What follows belongs to an exercise in optimizing a design on an open flow for small area; a production flow would make more cautious choices.
In this exercise RTL edits were held to simulation tests only and were not proved equivalent to the original.
No activity file was given, so power comes from the tool's default toggle rates.

Setup of before:
## cpu_6502_instruction_execute
module cpu_6502_instruction_execute
(
  input  logic        clk,
  input  logic        rst_n,
  input  logic        cfg_we,
  input  logic [15:0] cfg_wdata,
  input  logic        in_valid,
  output logic             in_stall,
  input  logic        in_req_type,
  input  logic [7:0]  in_read_data,
  output logic             out_valid,
  input  logic        out_stall,
  output logic [15:0]      out_bus_addr,
  output logic             out_bus_write,
  output logic [7:0]       out_bus_wdata,
  output logic             out_opcode_fetch,
  output logic             out_bad_opcode
);
==> flow/config.mk <==
export PLATFORM = sky130hd
export DESIGN_NAME = cpu_6502_instruction_execute
export DESIGN_NICKNAME = cpu_6502_instruction_execute
export VERILOG_FILES = /design/flow/design.v
export SDC_FILE = /design/flow/constraint.sdc
export NUM_CORES = 4
export LEC_CHECK = 0
export ABC_AREA = 1
export CAP_MARGIN = 20
export CORE_MARGIN = 2
export CORE_UTILIZATION = 65
export GPL_TIMING_DRIVEN = 0
export PLACE_DENSITY = 0.75
export SLEW_MARGIN = 20
==> flow/constraint.sdc <==
create_clock -name core_clock -period 8.0 [get_ports {clk}]
set_input_delay 1.6000 -clock core_clock [delete_from_list [all_inputs] [get_ports {clk}]]
set_output_delay 1.6000 -clock core_clock [all_outputs]
set_load 0.01 [all_outputs]
standard.sh (not shown) runs the stock make flow with config.mk's settings and CLKGATE_MAP_FILE= SYNTH_SCRIPT=/design/flow/synth_recipe.tcl, a recipe that flattens the netlist after the stock synthesis.
==> flow/flow/run.sh <==
#!/bin/bash
# Own layout flow: the standard ORFS flow (standard.sh) with three changes to how the
# layout is made:
#  - synthesis maps the logic with a stronger ABC area script (flow/abc_area.script); the
#    registers are mapped before ABC runs, so they are the standard synthesis's registers;
#  - each port gets the smallest buffer (buf_1) instead of the default port buffer cell;
#  - the clock tree uses small clock buffers and no dummy loads.
# The output of every step goes to its own log under orfs/logs/, and make's output to
# flow_make.log in this folder.
set -euo pipefail
W=$PWD
rm -rf "$W/scripts_mod"
cp -r "$FLOW_HOME/scripts" "$W/scripts_mod"
cp "$W/flow/abc_area.script" "$W/scripts_mod/abc_area.script"
bash standard.sh SCRIPTS_DIR="$W/scripts_mod" REMOVE_ABC_BUFFERS=1 \
  BUFFER_PORTS_ARGS="-buffer_cell sky130_fd_sc_hd__buf_1" \
  CTS_ARGS="-sink_clustering_enable -repair_clock_nets -dont_use_dummy_load -sink_clustering_size 10 -sink_clustering_max_diameter 40 -buf_list {sky130_fd_sc_hd__clkbuf_8}" \
  finish > "$W/flow_make.log" 2>&1
==> flow/flow/abc_area.script <==
strash
&get -n
&deepsyn -T 60
&dch -f
&nf -R 1000
&put
Both conditions hold for before: the flow ran to the end and the final layout passed the timing, DRC and antenna checks.
[inputs] after vs before
diff --git a/flow/design.v b/flow/design.v
--- a/flow/design.v
+++ b/flow/design.v
@@ -94,19 +94,19 @@
                 (ph_r == c6502_pkg::PH_WDS) | (ph_r == c6502_pkg::PH_PULLLO) |
                 (ph_r == c6502_pkg::PH_PULLHI);
     ph_wr     = (ph_r == c6502_pkg::PH_WDONE) | (ph_r == c6502_pkg::PH_PUSH2) |
                 (ph_r == c6502_pkg::PH_WDJ) | (ph_r == c6502_pkg::PH_WDS);
     if (ph_pcaddr)
       out_bus_addr = pc_r;
     else if (ph_stk)
       out_bus_addr = {8'h01, s_r};
     else if (ph_r == c6502_pkg::PH_PTRHI)
-      out_bus_addr = {(op_r[0] ? 8'h00 : ad_r[15:8]), ad_r[7:0]};
+      out_bus_addr = {(op_r[0] ? 8'h00 : pc_r[15:8]), ad_r[7:0]};
     else
       out_bus_addr = ad_r;
     if (ph_r == c6502_pkg::PH_PUSH2)      out_bus_wdata = pc_r[15:8];
     else if (ph_r == c6502_pkg::PH_WDJ)   out_bus_wdata = pc_r[7:0];
     else if (ph_r == c6502_pkg::PH_WDONE || ph_r == c6502_pkg::PH_WDS) out_bus_wdata = op_r;
     else                                  out_bus_wdata = 8'h00;
   end
   assign out_valid        = ov_r;
   assign out_bus_write    = ph_wr;
@@ -226,24 +226,20 @@
           endcase
           rsel = R_AL;
           lsel = (idx == 2'd1) ? L_X : (idx == 2'd2) ? L_Y : L_ZERO;
           memstart = 1'b1;
         end
         c6502_pkg::PH_PTRLO: begin
           rsel = R_AL; ci = 1'b1;
         end
         c6502_pkg::PH_PTRHI: begin
-          if (op_r[0]) begin
-            rsel = R_AH;
-            lsel = op_r[4] ? L_Y : L_ZERO;
-          end else begin
-            lsel = L_PC;
-          end
+          rsel = R_AH;
+          lsel = (op_r[4] && op_r[0]) ? L_Y : L_ZERO;
           memstart = op_r[0];
         end
         c6502_pkg::PH_DATA: begin
           if (o_g10 && op_r[7:6] != 2'b10) begin
             rmw = 1'b1; f_nz = 1'b1;
             if (op_r[7]) begin
               rsel = R_D; lsel = op_r[5] ? L_ZERO : L_FF; ci = op_r[5];
             end else begin
               shsel = 1'b1; f_csh = 1'b1;
@@ -290,19 +286,19 @@
             3'd5: begin lsel = L_ZERO; wy = 1'b1; end
             3'd6: begin lsel = L_Y; rinv = 1'b1; ci = 1'b1; f_cal = 1'b1; end
             default: begin lsel = L_X; rinv = 1'b1; ci = 1'b1; f_cal = 1'b1; end
           endcase
         end
       end
     end
   end
   logic [7:0] aL, aR, ap, ag, alu;
-  logic [9:0] asum;       
+  logic [8:0] cy;
   logic       alu_co, alu_v;
   always_comb begin
     case (lsel)
       L_A:  aL = a_r;
       L_X:  aL = x_r;
       L_Y:  aL = y_r;
       L_S:  aL = s_r;
       L_PC: aL = pc_r[7:0];
       L_FF: aL = 8'hFF;
@@ -311,27 +307,28 @@
     case (rsel)
       R_D:  aR = d;
       R_AL: aR = ad_r[7:0];
       R_AH: aR = ad_r[15:8];
       default: aR = 8'h00;
     endcase
     aR = aR ^ {8{rinv}};
     ap = aL ^ aR;
     ag = aL & aR;
-    asum = {1'b0, aL, 1'b1} + {1'b0, aR, ci};
+    cy[0] = ci;
+    for (int i = 0; i < 8; i++) cy[i+1] = ag[i] | (ap[i] & cy[i]);
     case (lop)
       LOP_AND: alu = ag;
       LOP_OR:  alu = ap | ag;
       LOP_XOR: alu = ap;
-      default: alu = asum[8:1];
+      default: alu = ap ^ cy[7:0];
     endcase
-    alu_co = asum[9];
-    alu_v  = ~(aL[7] ^ aR[7]) & (aL[7] ^ asum[8]);
+    alu_co = cy[8];
+    alu_v  = ~(aL[7] ^ aR[7]) & (aL[7] ^ alu[7]);
   end
   logic [7:0] sh_in, sh_out;
   logic       sh_c;
   always_comb begin
     sh_in = (ph_r == c6502_pkg::PH_DATA) ? d : a_r;
     if (!aop[6]) begin
       sh_out = {sh_in[6:0], aop[5] & c_r};
       sh_c   = sh_in[7];
     end else begin
@@ -410,31 +407,28 @@
         end
         c6502_pkg::PH_OPHI: begin
           pc_nxt = pci;
           ad_nxt = {hinc, res};
           if (op_r[4:2] == 3'b000) begin
             pc_nxt = pc_r;
             ph_nxt = c6502_pkg::PH_PUSH2;
           end else if (o_g00 && op_r[7:6] == 2'b01) begin
             if (op_r[5]) begin
+              pc_nxt[15:8] = d;
               ph_nxt = c6502_pkg::PH_PTRLO;
             end else begin
               pc_nxt = {hinc, res};
               ph_nxt = c6502_pkg::PH_FETCH;
             end
           end else ph_nxt = c6502_pkg::PH_DATA;
         end
         c6502_pkg::PH_PTRLO: begin
-          if (op_r[0]) ad_nxt = {d, res};
-          else begin
-            ad_nxt[7:0] = res;
-            pc_nxt[7:0] = d;
-          end
+          ad_nxt = {d, res};
           ph_nxt = c6502_pkg::PH_PTRHI;
         end
         c6502_pkg::PH_PTRHI: begin
           if (!op_r[0]) begin
             pc_nxt = {hinc, res};
             ph_nxt = c6502_pkg::PH_FETCH;
           end else begin
             ad_nxt = {hinc, res};
             ph_nxt = c6502_pkg::PH_DATA;
==> run notes <==
- Route | after vs before | wire shorter in after
- The core of after is more densely filled than that of before.
- after against before: combined area of the multi-input logic cells increased by 3.3% relative to the old numbers, share of total power in the clock network increased by 1.1 points relative to the old numbers.
- Post-placement setup slack is lower on after
- Between after and before, it is after whose first-pass iteration count of the detailed router is lower, by 3.
- Re delay of the slowest cell on the worst path: after is 0.10 ns up on before.
- The slowest stage cell on the critical path comes out sky130_fd_sc_hd__edfxtp_1 in one run and sky130_fd_sc_hd__buf_2 in the other, namely in after and before respectively.
- Diff before -> after: clock distribution area overhead in the final layout stayed essentially flat; count of instances resized after the clock tree is built went up by 24; wire length of the first global-routing pass down 350 µm.
- after -> before: post-route worst setup slack flat
- On final hold slack, before and after are neck and neck.
- On maximum frequency, before tracks after almost exactly.

==> port drivers added, routing unchanged <==
How much do the figures lean on ideal ports? The routed layouts below were timed once more, with nothing changed but the port constraints.
Step 1 (the two cells are an assumption about what drives the block):
set clk [get_ports {clk}]
set_driving_cell -lib_cell sky130_fd_sc_hd__clkbuf_16 $clk
set_driving_cell -lib_cell sky130_fd_sc_hd__buf_2 [delete_from_list [all_inputs] $clk]
Step 2 times the ports against the registers' clock, not the clock port: input delays grow and output delays shrink by t, the midpoint of the rising clock arrivals with the driver on.
Three values: no drivers, after step 1, after step 2; two values: the first two.
| run | shift t [ns] | setup slack, ns | worst setup path after step 2 |
|---|---|---|---|
| before | 0.404 | 0.291 / 0.298 / -0.100 | input to register |
| after | 0.418 | 0.290 / 0.282 / -0.136 | input to register |
With both steps, setup timing fails in before and after, where it was met with ideal ports. For after, which loses most, drivers alone change the setup slack by -0.008 ns; drivers and shift together by -0.426 ns.
